Context: an optimization exercise on an open-source flow, tuned for small area, a short achievable clock period and few clock cycles. The choices shown serve that exercise and are no tape-out recipe. Function was not checked in any run shown here: the RTL went through the layout flow alone. Power figures rest on the tool's default switching activity, not on a simulated workload.

## flow/design.v (module list and top-level ports; edited modules follow where they fit)
// module dot_lane_sum: 1184 lines
// module ping_ram_dot_engine: 160 lines
module ping_ram_dot_engine
#(
  parameter int unsigned ACC_W = 40,
  parameter int unsigned LEN_W = 16
) (
  input  logic                         clk,
  input  logic                         reset,
  input  logic [31:0]                  input_addr,
  input  logic [31:0]                  weight_addr,
  input  logic [31:0]                  output_addr,
  input  logic [31:0]                  data_type,
  output logic [31:0]                  finish_signal,
  output logic [26:0]                  avm_address,
  output logic                         avm_read,
  output logic                         avm_write,
  output logic [31:0]                  avm_writedata,
  output logic [3:0]                   avm_byteenable,
  output logic                         avm_burstcount,
  input  logic [31:0]                  avm_readdata,
  input  logic                         avm_readdatavalid,
  input  logic                         avm_waitrequest
);
  // ...
==> flow/flow/run.sh <==
#!/bin/bash
set -euo pipefail
bash standard.sh SETUP_SLACK_MARGIN=9 finish > make.log 2>&1
==> flow/standard.sh <==
#!/bin/bash
# synth_recipe.tcl (not shown) runs the flow's synth.tcl, then flattens the netlist and writes it again
# the make line also repeats each setting of config.mk as NAME=value (left out here)
make -C /OpenROAD-flow-scripts/flow DESIGN_CONFIG=/design/flow/config.mk WORK_HOME=/design/flow/orfs CLKGATE_MAP_FILE= SYNTH_SCRIPT=/design/flow/synth_recipe.tcl "${@:-finish}"
==> flow/config.mk <==
export PLATFORM = sky130hd
export DESIGN_NAME = ping_ram_dot_engine
export DESIGN_NICKNAME = ping_ram_dot_engine
export VERILOG_FILES = /design/flow/design.v
export SDC_FILE = /design/flow/constraint.sdc
export NUM_CORES = 4
export LEC_CHECK = 0
export ABC_AREA = 1
export CAP_MARGIN = 20
export CORE_MARGIN = 2
export CORE_UTILIZATION = 40
export PLACE_DENSITY = 0.6
export SLEW_MARGIN = 20
==> flow/constraint.sdc <==
create_clock -name core_clock -period 12.0 [get_ports {clk}]
set_input_delay 2.4000 -clock core_clock [delete_from_list [all_inputs] [get_ports {clk}]]
set_output_delay 2.4000 -clock core_clock [all_outputs]
set_load 0.01 [all_outputs]
==> flow_summary.toml, run 1 <==
[synthesis]
synth_fa_ha_area_share_pct = 19.0
synthMuxAreaShare_pct = 0
synth_cell_type_count = 46
synth-xor-area-share_pct = 6.58
netlist_top_cells_count = "nand2_1 (578), inv_1 (547), nor2_1 (237)"
synth_top_cell_by_area = "edfxtp_1"

[critical_path]
critPathMaxFanout = 3
critPathKind = "reg -> reg"
cpPeakStageDelay_ns = 0.54
regToRegEndpoint = "acc_c_q[17]$_SDFF_PP0_"
critPathArrivalTime_ns = 4.51

[placement]
pre_cts_slack_ns = 6.51

[finish]
multiInputGateArea_um2 = 14100
regArea_um2 = 6940
clock_area_share_pct = 3.80
final_common_cell = "nand2_1"

[hold_path]
hold_class = "reg -> reg"

[power]
peakVddDrop_mv = 0.101
powerDensity_nw_per_um2 = 149
powerClk_w = 0.00106

[timing]
finalCritPeriodShare_pct = 33.6
final-setup-viol-count = 0

[detailed_routing]
via_count = 20671

[clocking]
clock_path_buffers = 3
cts_root_buf = "clkbuf_16"

[grt]
met1_usage_pct = 37.8

[floorplan]
fp-row-count = 84

[run_status]
status = "finished clean"

[run]
maxCapViolCount = 0
==> inputs of run 2 (changes only) <==
--- a/flow/config.mk
+++ b/flow/config.mk
@@ -11,3 +11,4 @@
 export CORE_UTILIZATION = 40
 export PLACE_DENSITY = 0.6
 export SLEW_MARGIN = 20
+export TNS_END_PERCENT = 0
==> run 2 against run 1 <==
Compared with the run above:
- still clean
- via count shrank 8.9%
- largest cell class unchanged
- sequential cell count unchanged
- die area unchanged
- sequential share of layout area is 3.6 points higher
- core utilization decreased by 8.1 points
- highest routed layer unchanged
- fmax grew 0.97%
==> flow_summary.toml, run 2 <==
[floorplan]
die_x_um = 235
io-pin-count = 262
fp.dieH_um = 235
die_area_um2 = 55400
start_util_pct = 40.6
fp-row-count = 84
fp.coreArea_um2 = 52800

[critical_path]
critical_path_buf_inv_count = 8
crit_path_frequent_cell = "fa_1"
critPathArrivalTime_ns = 4.46
crit_family = "adder cells"
regToRegEndpoint = "acc_c_q[17]$_SDFF_PP0_"
r2r_slack_ns = 8.01
startpoint_type = "flip-flop"
cpPeakStageDelay_ns = 0.54
end_kind = "flip-flop"
r2r-start = "fmt8_q$_DFFE_PN_"
required_ns = 12.47
worst_path_max_delay_cell = "fa_1"
critPathKind = "reg -> reg"
critPathMaxFanout = 9
crit_chain = "buf_12, clkinvlp_4, buf_12, nand2_1, o21ai_1, inv_2, o22ai_2, xor2_1, fa_1, inv_2, fa_1, inv_1, fa_2, fa_1, inv_1, fa_1, inv_1, nor2_1"
r2r_cells = 18

[synthesis]
yosys.area_share.simple_pct = 19.4
synth_compound_area_share_pct = 10.2
ys_seq_area_share_pct = 32.2
ys_warn_count = 1
synth_cell_type_count = 46
synth_fa_ha_area_share_pct = 19.0
ys_ff_latch = 266
syn_area_um2 = 21400
synth.top_cell.area_share_pct = 22.0
synth_top_family_by_area = "simple AND/OR/NAND/NOR gates"
synth_top_cell_by_area = "edfxtp_1"
syn_avg_cell_area_um2 = 7.84
synth_edf_count = 157
netlist_top_cells_count = "nand2_1 (578), inv_1 (547), nor2_1 (237)"
ys_top_cells_by_area = "edfxtp_1 (22%), fa_1 (14%), dfxtp_1 (10%)"
synth-xor-area-share_pct = 6.58
postSynthCellCount = 2731
async_flop_share_pct = 0
synth_ff_type = "edfxtp_1"
synth.most_common_cell = "nand2_1"
synthMuxAreaShare_pct = 0

[timing]
period_minus_slack_ns = 3.99
final-setup-viol-count = 0
worst-slew-pin-transition_ns = 0.886
fmax_mhz = 250
rsz0062_at_grt = "yes"
finalMaxSlewViolations = 0
finalCritPeriodShare_pct = 33.3
slew_headroom_pct = 40.9
hold_viol = 0
tns_ns = 0
whs_ns = 0.470
worst_clock_skew_ns = 0.0310
setup_ws_ns = 8.01

[detailed_routing]
drcViolationCount = 0
drt_iter0_drc = 1847
routedWlPerCell_um = 19.0
first_pass_iters = 6
totalWireLength_mm = 69.8
vias_per_cell = 5.13
via_count = 18823
ant_nets = 0

[finish]
multiInputGateArea_um2 = 12300
layout_common_cells = "nand2_1 (571), inv_1 (524), nor2_1 (231)"
num_antenna_cells = 0
fin_cells = 3672
reg.largest.list = "acc_c_q: 40 flops, acc_s_q: 40 flops"
fillers = 5153
area_growth_pct = 21.3
regArea_um2 = 6900
drive_gt1_share_pct = 7.81
layout.nets = 3356
final_common_cell = "nand2_1"

[grt]
met1_usage_pct = 34.0
gr-usage-all-layers_pct = 25.1
grt_pass1_wl_mm = 108
gr-max-usage-layer = "met2"
antenna_found_initial = 1
grt_pass1_vias = 18515
grt_max_degree = 84
grt-ovfl-total = 0
met2_usage_pct = 40.7
use_met3_pct = 3.49

[clocking]
cts_tree = "yes"
clock_path_buffers = 3
htreeDepth = 2
clk_pin_slew_ns = 0.06
clk_latency_ns = 0.56
clock-sinks = 266
cts_buffers = 34
ctsHoldBuffers = 0
cts_root_buf = "clkbuf_16"

[placement]
port_buffers = 213
place.gp.congestion = 0.988
pre_cts_slack_ns = 5.84
hpwl_mm = 53.3
place_inst = 3566

[power]
p_leak_nw = 12.1
peakVddDrop_mv = 0.109
powerDensity_nw_per_um2 = 158
fin_total_pwr_w = 0.00411

[hold_path]
whs_endpoint = "len_q[14]$_SDFFE_PP0P_"
hold_depth = 2
min-delay-start = "len_q[14]$_SDFFE_PP0P_"
hold_class = "reg -> reg"

[run]
maxCapViolCount = 0

[run_status]
status = "finished clean"
==> run 2: area by class of cell <==
cell class	instances	area share [%]
tap	688	3.31
timing repair inverter	1	0.0289
inverter	562	8.30
clock inverter	18	0.679
sequential	266	26.5
clock buffer	43	3.40
multi-input combinational	1816	47.2
timing repair buffer	278	10.5
==> run 2: worst max-delay path by stage <==
stage                            start                endpoint  slack [ns]  depth (start not counted)
finish                fmt8_q$_DFFE_PN_  acc_c_q[17]$_SDFF_PP0_        8.01                         18
detailed placement     avm_waitrequest      oth_q[0]$_DFFE_PP_        5.84                          6
global route        mac_a_q$_SDFF_PP0_  acc_c_q[17]$_SDFF_PP0_        7.85                         16
CTS                   fmt8_q$_DFFE_PN_  acc_c_q[19]$_SDFF_PP0_        8.00                         16
global placement       avm_waitrequest      oth_q[1]$_DFFE_PP_        5.87                          6
floorplan              avm_waitrequest    ocnt_q[1]$_SDFF_PP0_        8.14                         10
==> run 2: logic make-up after synthesis <==
kind of cell | count (synthesis)
compound gates | 390
xor+xnor | 161
fa+ha+maj | 233
buf+inv | 667
flops | 266
other cells | 2
simple gates | 1012
==> run 2: worst min-delay path: cells and delay by family, from the launching register on <==
| family | cells | cell delay (ns) |
|---|---|---|
| DFF | 1 | 0.33 |
| AOI/OAI and AO/OA | 1 | 0.06 |
| and+or+nand+nor | 1 | 0.05 |
==> run 2: what timing repair did <==
item | CTS | global route
setup buffers | 29 | 11
cloned | 4 | 1
resized for setup | 97 | 34
setup endpoints to repair | 402 | 404
pin swaps | 8 | 13
==> run 2: power breakdown <==
part	leakage, nW	internal (W)	switching [W]
Clock	0.516	0.000571	0.000424
Combinational	9.06	0.000714	0.00114
Sequential	2.50	0.00113	0.000131
Total	12.1	0.00242	0.00169
==> run 2: per-stage QoR <==
stage / cell area [um^2] / util [%]
floorplan: 21600 / -
global placement: 24100 / 45.7
detailed placement: 24100 / 45.8
CTS: 25800 / 48.9
global route: 26000 / 49.3
finish: 26000 / 49.3
==> run 2: metal layers <==
| metal | up-vias | wire, um |
|---|---|---|
| li1 | 8990 | - |
| met1 | 8930 | 30100 |
| met2 | 746 | 32200 |
| met3 | 155 | 4650 |
| met4 | 2 | 2820 |
| met5 | - | 13 |
==> inputs of run 3 (changes only) <==
==> flow/flow/run.sh (replaced) <==
#!/bin/bash
set -euo pipefail
bash standard.sh SETUP_SLACK_MARGIN=8.5 finish > make.log 2>&1
--- a/flow/config.mk
+++ b/flow/config.mk
@@ -8,7 +8,7 @@
 export ABC_AREA = 1
 export CAP_MARGIN = 20
 export CORE_MARGIN = 2
-export CORE_UTILIZATION = 40
-export PLACE_DENSITY = 0.6
+export CORE_UTILIZATION = 65
+export PLACE_DENSITY = 0.75
 export SLEW_MARGIN = 20
 export TNS_END_PERCENT = 0
==> run 3 against run 2 <==
Compared with the run above:
- largest power group unchanged
- hold slack worse by 0.0022 ns
- critical endpoint unchanged
- synthesized cell count did not move
- combinational power grew 9%
- register-to-register slack got worse by 0.18 ns
- design area decreased by 0.43%
- sequential power hardly changed
- final cell count down 6.3%
- routed wire length up 6.0%
- fmax down 4.3%
- power rose by 3.3%
==> flow_summary.toml, run 3 <==
[clocking]
cts_buffers = 30
clk_latency_ns = 0.61
cts_root_buf = "clkbuf_16"
htreeDepth = 1
cts_tree = "yes"
clock_path_buffers = 3
clk_pin_slew_ns = 0.06
clock-sinks = 266

[synthesis]
syn_area_um2 = 21400
synth_edf_count = 157
ys_warn_count = 1
synth_cell_type_count = 46
netlist_top_cells_count = "nand2_1 (578), inv_1 (547), nor2_1 (237)"
postSynthCellCount = 2731
synth_ff_type = "edfxtp_1"
ys_ff_latch = 266
synth_top_cell_by_area = "edfxtp_1"
async_flop_share_pct = 0
ys_seq_area_share_pct = 32.2
synth.top_cell.area_share_pct = 22.0
syn_avg_cell_area_um2 = 7.84
ys_top_cells_by_area = "edfxtp_1 (22%), fa_1 (14%), dfxtp_1 (10%)"
synth.most_common_cell = "nand2_1"

[detailed_routing]
drt_iter0_drc = 2406
via_count = 20258
first_pass_iters = 7
vias_per_cell = 5.89
totalWireLength_mm = 73.9
routedWlPerCell_um = 21.5
drcViolationCount = 0
ant_nets = 0

[placement]
hpwl_mm = 51.9
postPlaceCellArea_um2 = 23800
place.gp.congestion = 0.988
pre_cts_slack_ns = 6.03
port_buffers = 213

[critical_path]
startpoint_type = "flip-flop"
critical_path_buf_inv_count = 6
required_ns = 12.48
end_kind = "flip-flop"
crit_family = "adder cells"
regToRegEndpoint = "acc_c_q[17]$_SDFF_PP0_"
r2r_cells = 16
crit_chain = "nor2_4, buf_6, nor3_4, inv_4, o22ai_2, xor2_2, fa_1, inv_1, fa_1, inv_1, fa_2, fa_1, inv_1, fa_1, inv_1, nor2_1"
worst_path_max_delay_cell = "fa_1"
r2r-start = "mac_a_q$_SDFF_PP0_"
critPathArrivalTime_ns = 4.66
critPathMaxFanout = 16
critPathKind = "reg -> reg"
r2r_slack_ns = 7.83
cpPeakStageDelay_ns = 0.53

[timing]
slew_headroom_pct = 26.9
fmax_mhz = 240
period_minus_slack_ns = 4.17
finalCritPeriodShare_pct = 34.8
final-setup-viol-count = 0
worst_clock_skew_ns = 0.0408
setup_ws_ns = 7.83
tns_ns = 0
rsz0062_at_grt = "yes"
whs_ns = 0.468
hold_viol = 0
worst-slew-pin-transition_ns = 1.10
finalMaxSlewViolations = 0

[floorplan]
start_util_pct = 65.8
die_area_um2 = 34400
die_x_um = 186
fp-row-count = 66
io-pin-count = 262
fp.dieH_um = 186
fp.coreArea_um2 = 32500

[hold_path]
hold_depth = 2
hold_class = "reg -> reg"
min-delay-start = "len_q[3]$_SDFFE_PP0P_"
whs_endpoint = "len_q[3]$_SDFFE_PP0P_"

[grt]
grt_pass1_vias = 19934
grt-ovfl-total = 0
grt_pass1_wl_mm = 111
antenna_found_initial = 1
grt_max_degree = 104
gr-usage-all-layers_pct = 43.0

[run_status]
status = "finished clean"

[finish]
fin_area_um2 = 25900
reg.largest.list = "acc_c_q: 40 flops, acc_s_q: 40 flops"
num_antenna_cells = 0
area_growth_pct = 20.8
final_common_cell = "nand2_1"
layout_common_cells = "nand2_1 (570), inv_1 (525), nor2_1 (231)"
layout.nets = 3372
drive_gt1_share_pct = 8.51

[run]
maxCapViolCount = 0

[power]
p_leak_nw = 12.2
powerDensity_nw_per_um2 = 164
fin_total_pwr_w = 0.00424
peakVddDrop_mv = 0.186
run 3: cell counts after synthesis:
Identical to the previous run, type by type.
run 3: how the worst max path moves through the flow:
stage,from,end,cells after the start
after detailed placement,avm_waitrequest,oth_q[6]$_DFFE_PP_,6
after global routing,mac_a_q$_SDFF_PP0_,acc_c_q[17]$_SDFF_PP0_,16
final,mac_a_q$_SDFF_PP0_,acc_c_q[17]$_SDFF_PP0_,16
after global placement,avm_waitrequest,oth_q[8]$_DFFE_PP_,6
after floorplan,avm_waitrequest,ocnt_q[1]$_SDFF_PP0_,10
after CTS,fmt8_q$_DFFE_PN_,acc_c_q[17]$_SDFF_PP0_,18
run 3: cell families after synthesis:
logic type | synth area share, %
buffers and inverters | 12.5
AO/OA/AOI/OAI | 10.2
flip-flops | 32.2
XOR/XNOR | 6.58
other | 0.0351
adder cells (fa/ha/maj) | 19.0
AND/OR/NAND/NOR | 19.4
run 3: power by group:
group | leakage [nW] | internal, W | switching, W
combinational | 9.20 | 0.000752 | 0.00127
clock | 0.489 | 0.000565 | 0.000403
sequential | 2.50 | 0.00113 | 0.000123
total | 12.2 | 0.00245 | 0.00179
run 3: worst register-to-register path: stages (launching register included):
cell	delay, ns
dfxtp_1	0.39
nor2_4	0.09
buf_6	0.16
nor3_4	0.28
inv_4	0.15
o22ai_2	0.19
xor2_2	0.12
fa_1	0.53
inv_1	0.06
fa_1	0.48
inv_1	0.07
fa_2	0.35
fa_1	0.49
inv_1	0.05
fa_1	0.50
inv_1	0.05
nor2_1	0.11
run 3: what timing repair did:
item	in CTS	in global routing
setup buffers	55	5
endpoints found under the setup margin	400	371
pin swaps	8	9
hold buffers	0	0
cloned	8	0
gates resized for setup	107	21
run 3: layout make-up:
type | count | area [um^2]
clock buffers | 35 | 769
flip-flops and latches | 266 | 6900
repair buffers | 298 | 2970
inverters | 562 | 2150
well taps | 442 | 553
fillers | 2203 | 6660
multi-input cells | 1816 | 12300
clock inverters | 20 | 248
repair inverters | 1 | 7.51
run 3: through the flow:
stage	utilization [%]	std cells
floorplan	-	2749
global placement	73.2	3316
detailed placement	73.3	3317
CTS	79.2	3435
global route	79.5	3440
finish	79.5	3440
run 3: metal layers:
metal,GRT usage [%],wire length [um],up-vias
met5,0,17,-
met4,27.9,6030,2
met3,12.9,9330,402
met2,68.4,33000,1473
met1,51.0,25600,9349
li1,-,-,9032

## port drivers added, routing unchanged
How much do the figures lean on ideal ports? The routed layouts below were timed once more, with nothing changed but the port constraints.
Step 1: set_driving_cell puts a clkbuf_16 on clk and a buf_2 on each other input, an assumption about the parent block.
Step 2 moves the port delays by t, midway between the first and last clock arrival at a register: inputs arrive t later, outputs are due t later. That takes back most of the time a late clock gives input paths.
Slacks: no drivers / after step 1 / after step 2; pairs: no drivers / after step 1.
run	shift t [ns]	slack for setup (ns)	clock arrival spread, ns	pins driven straight from the clock port
run 1	0.627	7.969 / 7.969 / 7.969	0.022 / 0.022	1
run 2	0.605	8.007 / 7.950 / 7.487	0.031 / 0.031	1
run 3	0.645	7.827 / 7.827 / 7.356	0.041 / 0.041	1
After both steps every run listed still meets setup and hold. The setup slack of run 2, which loses most, moves by -0.057 ns with the drivers and by -0.520 ns with both steps.
